Background: an optimization exercise with open tools, aiming at small area, a short achievable clock period and few clock cycles per item. Do not read the settings as production practice. No functional check of the RTL was part of this run. Power figures rest on the tool's default switching activity, not on a simulated workload.

`flow/design.v`:
```
package block_pkg;
    localparam int blk_dim  = 8;
    localparam int blk_size = blk_dim * blk_dim;
    typedef logic [5:0] coef_idx_t;
    localparam coef_idx_t first_ac_idx = coef_idx_t'(1);
    localparam coef_idx_t last_ac_idx  = coef_idx_t'(blk_size - 1);
endpackage
package coef_pkg;
    localparam int run_width = 4;
    typedef logic [run_width-1:0] run_t;
    localparam run_t max_run = run_t'(15);
endpackage
`timescale 1ns/100ps
import block_pkg::*;
module coef_buffer
#(
    parameter int coef_width = 12
) (
    input  logic                                clk,
    input  logic                                load,
    input  logic [blk_size-1:0][coef_width-1:0] block_in,
    input  logic [blk_size-1:1]                 sel,
    output logic [blk_size-1:1]                 sig_in,
    output logic [coef_width-1:0]               coef_out,
    output logic [coef_width-1:0]               dc_data
);
    logic [blk_size-1:1][coef_width-1:0] block_q;
    always_ff @(posedge clk) begin
        if (load) begin
            block_q <= block_in[blk_size-1:1];
            dc_data <= block_in[0];
        end
    end
    always_comb begin
        for (int i = 1; i < blk_size; i++) begin
            sig_in[i] = (block_in[i] != '0);
        end
    end
    always_comb begin
        coef_out = '0;
        for (int i = 1; i < blk_size; i++) begin
            coef_out = coef_out | (block_q[i] & {coef_width{sel[i]}});
        end
    end
endmodule
`timescale 1ns/100ps
import block_pkg::*;
module eob_locator
(
    input  logic [blk_size-1:1] map,
    output logic [blk_size-1:1] first,
    output block_pkg::coef_idx_t first_idx,
    output logic                any,
    output logic                multi
);
    logic [blk_size-1:1] below;
    always_comb begin
        below[1] = 1'b0;
        for (int i = 2; i < blk_size; i++) begin
            below[i] = below[i-1] | map[i-1];
        end
    end
    assign first = map & ~below;
    assign any   = |map;
    assign multi = |(map & below);
    always_comb begin
        first_idx = '0;
        for (int i = 1; i < blk_size; i++) begin
            first_idx = first_idx | ({6{first[i]}} & 6'(i));
        end
    end
endmodule
`timescale 1ns/100ps
import block_pkg::*;
import coef_pkg::*;
module run_scanner
#(
    parameter int coef_width = 12
) (
    input  logic                            clk,
    input  logic                            rst,
    input  logic                            start,
    input  logic                            stall,
    input  logic [blk_size-1:1]             sig_in,
    input  logic [coef_width-1:0]           coef_in,
    output logic [blk_size-1:1]             sel,
    output logic                            load,
    output logic                            dc_valid,
    output logic                            ac_valid,
    output logic [coef_width+run_width-1:0] ac_data,
    output logic                            last,
    output logic                            busy
);
    logic [blk_size-1:1] map_q;      
    block_pkg::coef_idx_t pos_q;     
    logic       open_q;              
    logic       oval_q;              
    logic       busy_q;
    logic [blk_size-1:1] first;
    block_pkg::coef_idx_t first_idx;
    logic       any, multi;
    logic       in_any;
    logic [blk_size-1:1] win;
    logic       zrl;
    logic       can_load, push_any, push_nz, fin, accept;
    logic       open_n, oval_n, fz_n;
    coef_pkg::run_t run;
    eob_locator u_first (
        .map       (map_q),
        .first     (first),
        .first_idx (first_idx),
        .any       (any),
        .multi     (multi)
    );
    assign sel    = first;
    assign load   = ~busy_q;
    assign busy   = busy_q;
    assign accept = start & ~busy_q;
    assign in_any = |sig_in;
    always_comb begin
        for (int i = 1; i < blk_size; i++) begin
            win[i] = (7'(i) >= {1'b0, pos_q}) && (7'(i) <= {1'b0, pos_q} + 7'd15);
        end
    end
    assign zrl = ~|(map_q & win);
    assign can_load = ~oval_q | ac_valid;
    assign push_any = can_load & open_q;
    assign push_nz  = push_any & any & ~zrl;
    assign fin      = push_any & (~any | (first[blk_size-1] & ~zrl));
    assign run      = coef_pkg::run_t'(first_idx[3:0] - pos_q[3:0]);
    assign open_n = accept | (open_q & ~fin);
    assign oval_n = (oval_q & ~ac_valid) | push_any;
    assign fz_n   = ~busy_q ? ~in_any : (push_nz ? ~multi : ~any);
    always_ff @(posedge clk) begin
        if (~busy_q) begin
            map_q <= sig_in;
            pos_q <= first_ac_idx;
        end else begin
            if (push_nz) begin
                map_q <= map_q & ~first;
            end
            if (push_any) begin
                pos_q <= zrl ? block_pkg::coef_idx_t'(pos_q + 6'd16)
                             : block_pkg::coef_idx_t'(first_idx + 1'b1);
            end
        end
    end
    always_ff @(posedge clk) begin
        if (push_any) begin
            if (~any) begin
                ac_data <= '0;
                last    <= 1'b1;
            end else if (zrl) begin
                ac_data <= {max_run, {coef_width{1'b0}}};
                last    <= 1'b0;
            end else begin
                ac_data <= {run, coef_in};
                last    <= first[blk_size-1];
            end
        end
    end
    always_ff @(posedge clk or posedge rst) begin
        if (rst) begin
            open_q   <= 1'b0;
            oval_q   <= 1'b0;
            ac_valid <= 1'b0;
            busy_q   <= 1'b0;
            dc_valid <= 1'b0;
        end else begin
            open_q   <= open_n;
            oval_q   <= oval_n;
            ac_valid <= oval_n & ~stall;
            busy_q   <= open_n & ~(fz_n & (~oval_n | ~stall));
            dc_valid <= accept;
        end
    end
endmodule
`timescale 1ns/100ps
import block_pkg::*;
import coef_pkg::*;
module rle_top
#(
    parameter int coef_width = 12
) (
    input  logic                                clk,
    input  logic                                rst,
    input  logic                                start,
    input  logic                                stall,
    input  logic [blk_size*coef_width-1:0]      block_in,
    output logic                                dc_valid,
    output logic [coef_width-1:0]               dc_data,
    output logic                                ac_valid,
    output logic [coef_width+run_width-1:0]     ac_data,
    output logic                                last,
    output logic                                busy
);
    logic [blk_size-1:1]    sig_in;
    logic [blk_size-1:1]    sel;
    logic                   load;
    logic [coef_width-1:0]  coef_val;
    coef_buffer #(
        .coef_width (coef_width)
    ) u_coef_buffer (
        .clk        (clk),
        .load       (load),
        .block_in   (block_in),
        .sel        (sel),
        .sig_in     (sig_in),
        .coef_out   (coef_val),
        .dc_data    (dc_data)
    );
    run_scanner #(
        .coef_width (coef_width)
    ) u_run_scanner (
        .clk        (clk),
        .rst        (rst),
        .start      (start),
        .stall      (stall),
        .sig_in     (sig_in),
        .coef_in    (coef_val),
        .sel        (sel),
        .load       (load),
        .dc_valid   (dc_valid),
        .ac_valid   (ac_valid),
        .ac_data    (ac_data),
        .last       (last),
        .busy       (busy)
    );
endmodule
```
`flow/run.sh`:
```
#!/bin/bash
# synth_recipe.tcl (not shown) runs the flow's synth.tcl, then flattens the netlist and writes it again
# the make line also repeats each setting of config.mk as NAME=value (left out here)
make -C /OpenROAD-flow-scripts/flow DESIGN_CONFIG=/design/flow/config.mk WORK_HOME=/design/flow/orfs CLKGATE_MAP_FILE= SYNTH_SCRIPT=/design/flow/synth_recipe.tcl finish
```
`flow/constraint.sdc`:
```
create_clock -name core_clock -period 5.0 [get_ports {clk}]
set_input_delay 1.0000 -clock core_clock [delete_from_list [all_inputs] [get_ports {clk}]]
set_output_delay 1.0000 -clock core_clock [all_outputs]
set_load 0.01 [all_outputs]
```
`flow/config.mk`:
```
export PLATFORM = sky130hd
export DESIGN_NAME = rle_top
export DESIGN_NICKNAME = rle_top
export VERILOG_FILES = /design/flow/design.v
export SDC_FILE = /design/flow/constraint.sdc
export NUM_CORES = 4
export LEC_CHECK = 0
export CAP_MARGIN = 20
export CORE_MARGIN = 2
export CORE_UTILIZATION = 40
export SLEW_MARGIN = 20
```
==> results.py <==
metrics = {
    "placement": {
        "port_buffers": 803,
        "hpwl_um": 155000,
        "place_congestion": 1.02,
    },
    "sta": {
        "fin_crit_sh_pct": 96.3,
        "fmax_ghz": 0.208,
        "drv_slew": 0,
        "finalCriticalPeriod_ns": 4.82,
        "rsz0062_at_grt": "false",
        "relSlewSlack_pct": 10.4,
        "clock_skew_ns": 0.0470,
        "tightestPinTransition_ns": 1.31,
        "hold_violations": 0,
        "setup_viol": 0,
        "fin_tns_setup_ns": 0,
    },
    "synthesis": {
        "ys_seq_area_share_pct": 67.8,
        "synthFlopType": "edfxtp_1",
        "synth_most_common_cell": "edfxtp_1",
        "synth_top_area_cell": "edfxtp_1",
        "synth-edff-count": 848,
        "synth-async-reset-ratio_pct": 0.582,
        "synthDistinctLibCells": 102,
        "synth_top_area_share_pct": 67.1,
        "synth_area_per_cell_um2": 13.3,
        "synth_warnings": 3,
        "synthesis.nets": 3637,
        "yosys-top-cells-count": "edfxtp_1 (848), nor4_1 (237), nand2_1 (214)",
        "netlist_area_um2": 37900,
        "syn_inst": 2849,
        "ys_ff_latch": 859,
        "synthTopCellsByArea": "edfxtp_1 (67%), nor4_1 (3.9%), a22oi_1 (2.5%)",
    },
    "global_route": {
        "grt_pass1_vias": 31700,
        "grt_overflow": 0,
        "grt_pass1_wl_um": 258000,
        "grt_max_degree": 139,
        "antenna_found_initial": 33,
        "grt_usage_pct": 38.3,
    },
    "hold_path": {
        "min_path_type": "in -> async",
    },
    "cts": {
        "ctsResizeCount": 0,
        "clockBufferDepth": 3,
        "cts_max_level": 3,
        "holdBufCountCts": 0,
        "clk_latency_ns": 0.70,
        "cts_setup_buffers": 0,
        "cts_buffers": 93,
        "path_clk_slew_ns": 0.06,
        "cts_tree": "yes",
        "clock_sinks": 859,
        "root_buffer": "clkbuf_16",
    },
    "floorplanning": {
        "fp.dieArea_um2": 97300,
        "start_util_pct": 40.5,
        "die_h_um": 312,
        "die_w_um": 312,
        "io_pins": 804,
        "core_area_um2": 93600,
        "fp-row-count": 112,
    },
    "power": {
        "p_int_mw": 14.3,
        "p_leak_nw": 17.0,
        "powerDensity_nw_per_um2": 399,
        "p_sw_share_pct": 30.5,
        "combPwrFrac_pct": 22.5,
        "switching_power_mw": 6.30,
        "seq_power_share_pct": 43.9,
        "p_clk_share_pct": 33.6,
        "power_mw": 20.6,
        "peakVddDrop_mv": 0.244,
    },
    "final_layout": {
        "fill_cells": 7987,
        "synthToLayoutAreaGrowth_pct": 36.5,
        "layout-drive-gt1-share_pct": 11.1,
        "nets": 4591,
    },
    "detailed_routing": {
        "wl_per_cell_um": 37.4,
        "wl_um": 193000,
        "drt-met1-wl_um": 74400,
        "drc": 0,
        "route.met3.wl_um": 22400,
        "viasPerCell": 6.53,
        "routed-wl-met2_um": 87100,
        "dr.max_layer_used": "met5",
        "vias": 33600,
        "drtPass1Iterations": 8,
        "ant_nets": 0,
        "drtIter0Drc": 6062,
    },
    "setup_path": {
        "endpoint": "u_run_scanner.ac_data[9]",
        "arrival_ns": 5.23,
        "crit_path_max_fanout": 13,
        "r2r_start": "u_run_scanner.map_q[17]",
        "r2r-end": "u_run_scanner.ac_data[9]",
        "crit_type": "reg -> reg",
        "crit_path_end_kind": "register",
        "ff2ff_path_depth": 11,
        "crit_start": "u_run_scanner.map_q[17]",
        "reg2reg_slack_ns": 0.18,
        "required_ns": 5.41,
        "start_kind": "register",
    },
    "flow_run": {
        "maxCapViolCount": 0,
    },
    "outcome": {
        "outcome": "complete, no violations",
    },
}
-- flip-flops by register name, summed over array words and instances (netlist names) --
name	cells
u_coef_buffer.dc_data	12
u_run_scanner.last	1
u_run_scanner.ac_data	16
u_run_scanner.oval_q	1
u_run_scanner.dc_valid	1
u_coef_buffer.block_q	756
u_run_scanner.ac_valid	1
u_run_scanner.open_q	1
u_run_scanner.map_q	63
u_run_scanner.pos_q	6
u_run_scanner.busy_q	1
-- layout make-up --
type                            count  area [um2]  area share (%)
Timing Repair Buffer             1032        9850            19.0
Tap cell                         1254        1570            3.03
Sequential cell                   859       25700            49.7
Antenna cell                       15        37.5          0.0725
Multi-Input combinational cell   1776       11400            22.1
Inverter                           41         161           0.312
Clock inverter                     52         546            1.05
Clock buffer                      119        2470            4.77
-- stage by stage --
step / worst slack, ns / hold slack [ns] / util [%] / instance area (um2) / instances
after global routing: 0.149 / 0.568 / 55.3 / 51800 / 5145
after CTS: 0.351 / 0.543 / 55.3 / 51700 / 5132
final: 0.185 / 0.588 / 55.3 / 51800 / 5148
after floorplan: 0.303 / 0.491 / - / 37900 / 2849
after detailed placement: 0.192 / 0.595 / 52.0 / 48700 / 4961
after global placement: 0.197 / 0.558 / 52.0 / 48700 / 4957
-- critical path, stage by stage (launching register included) --
cell and delay [ns]:
edfxtp_1 0.54, nor4_2 0.21, and4_1 0.34, and2_1 0.35, buf_4 0.23, a221oi_1 0.66
nand4_1 0.35, a2111oi_1 0.93, buf_4 0.28, nand4_1 0.21, nor3_1 0.32, a21oi_1 0.11
-- worst min path at each step --
stage | start | endpoint | slack [ns] | cells past startpoint
after floorplan | u_run_scanner.open_q | u_run_scanner.open_q | 0.49 | 2
after global placement | u_run_scanner.open_q | u_run_scanner.open_q | 0.56 | 2
after detailed placement | u_run_scanner.open_q | u_run_scanner.open_q | 0.60 | 2
after CTS | rst | u_run_scanner.open_q | 0.54 | 2
after global routing | rst | u_run_scanner.open_q | 0.57 | 2
final | rst | u_run_scanner.open_q | 0.59 | 2
-- routing by layer --
| layer | up-vias | GRT usage [%] |
|---|---|---|
| met5 | - | 0 |
| met4 | 24 | 14.8 |
| met1 | 16800 | 53.0 |
| li1 | 13700 | - |
| met3 | 418 | 8.41 |
| met2 | 2678 | 59.1 |
-- power by group through the flow --
stage / Combinational [mW] / Sequential [mW] / Clock [mW]
after detailed placement: 4.50 / 9.18 / 0
after CTS: 4.52 / 9.03 / 6.94
after global placement: 4.55 / 9.17 / 0
final: 4.64 / 9.06 / 6.94
after floorplan: 2.06 / 9.01 / 0
after global routing: 4.81 / 9.09 / 7.22
-- cell usage in the layout (no fill, tap or decap), drive strengths merged, types with 42 or more instances in the layout --
master and count:
a21oi 132, a221oi 76, a22o 59, a22oi 127, buf 228, clkbuf 120, clkdlybuf4s50 803, edfxtp 848
inv 42, nand2 216, nand3 116, nand4 52, nor2 151, nor3 56, nor4 248, o21ai 84
-- kinds of logic (layout without fill, tap and decap cells) --
kind of cell | count (synthesis) | in the layout | synth area share (%)
and+or+nand+nor | 1011 | 1011 | 14.7
buffers and inverters | 214 | 1244 | 2.45
xor gates and xnor gates | 11 | 11 | 0.274
adders and majority gates | 19 | 19 | 0.627
AOI/OAI and AO/OA | 735 | 735 | 14.2
DFF | 859 | 859 | 67.8
other | 0 | 15 | 0

[separate check: timing with driven ports]
The results above use ideal ports. As a check the final layout listed here was re-extracted and re-timed, cells and wires unchanged. Step 1 sets driving cells, clkbuf_16 on the clock port and buf_2 on the other inputs (assumed; they add their load-dependent delay and slew). Step 2, shift: input delay + t, output delay - t, t = (earliest + latest rising clock arrival at the registers) / 2. This alone moves slack from input paths to output paths. Three values: no drivers, after step 1, after step 2; two values: the first two.
shift t [ns]: 0.758
setup slack, ns: 0.185 / 0.185 / -0.143
worst hold slack (ns): 0.588 / 0.539 / 0.617
clock arrival spread, ns: 0.048 / 0.047
Met with ideal ports but missed after step 2: setup timing in this run. The setup slack of this run moves by 0.000 ns with the drivers and by -0.328 ns with both steps.
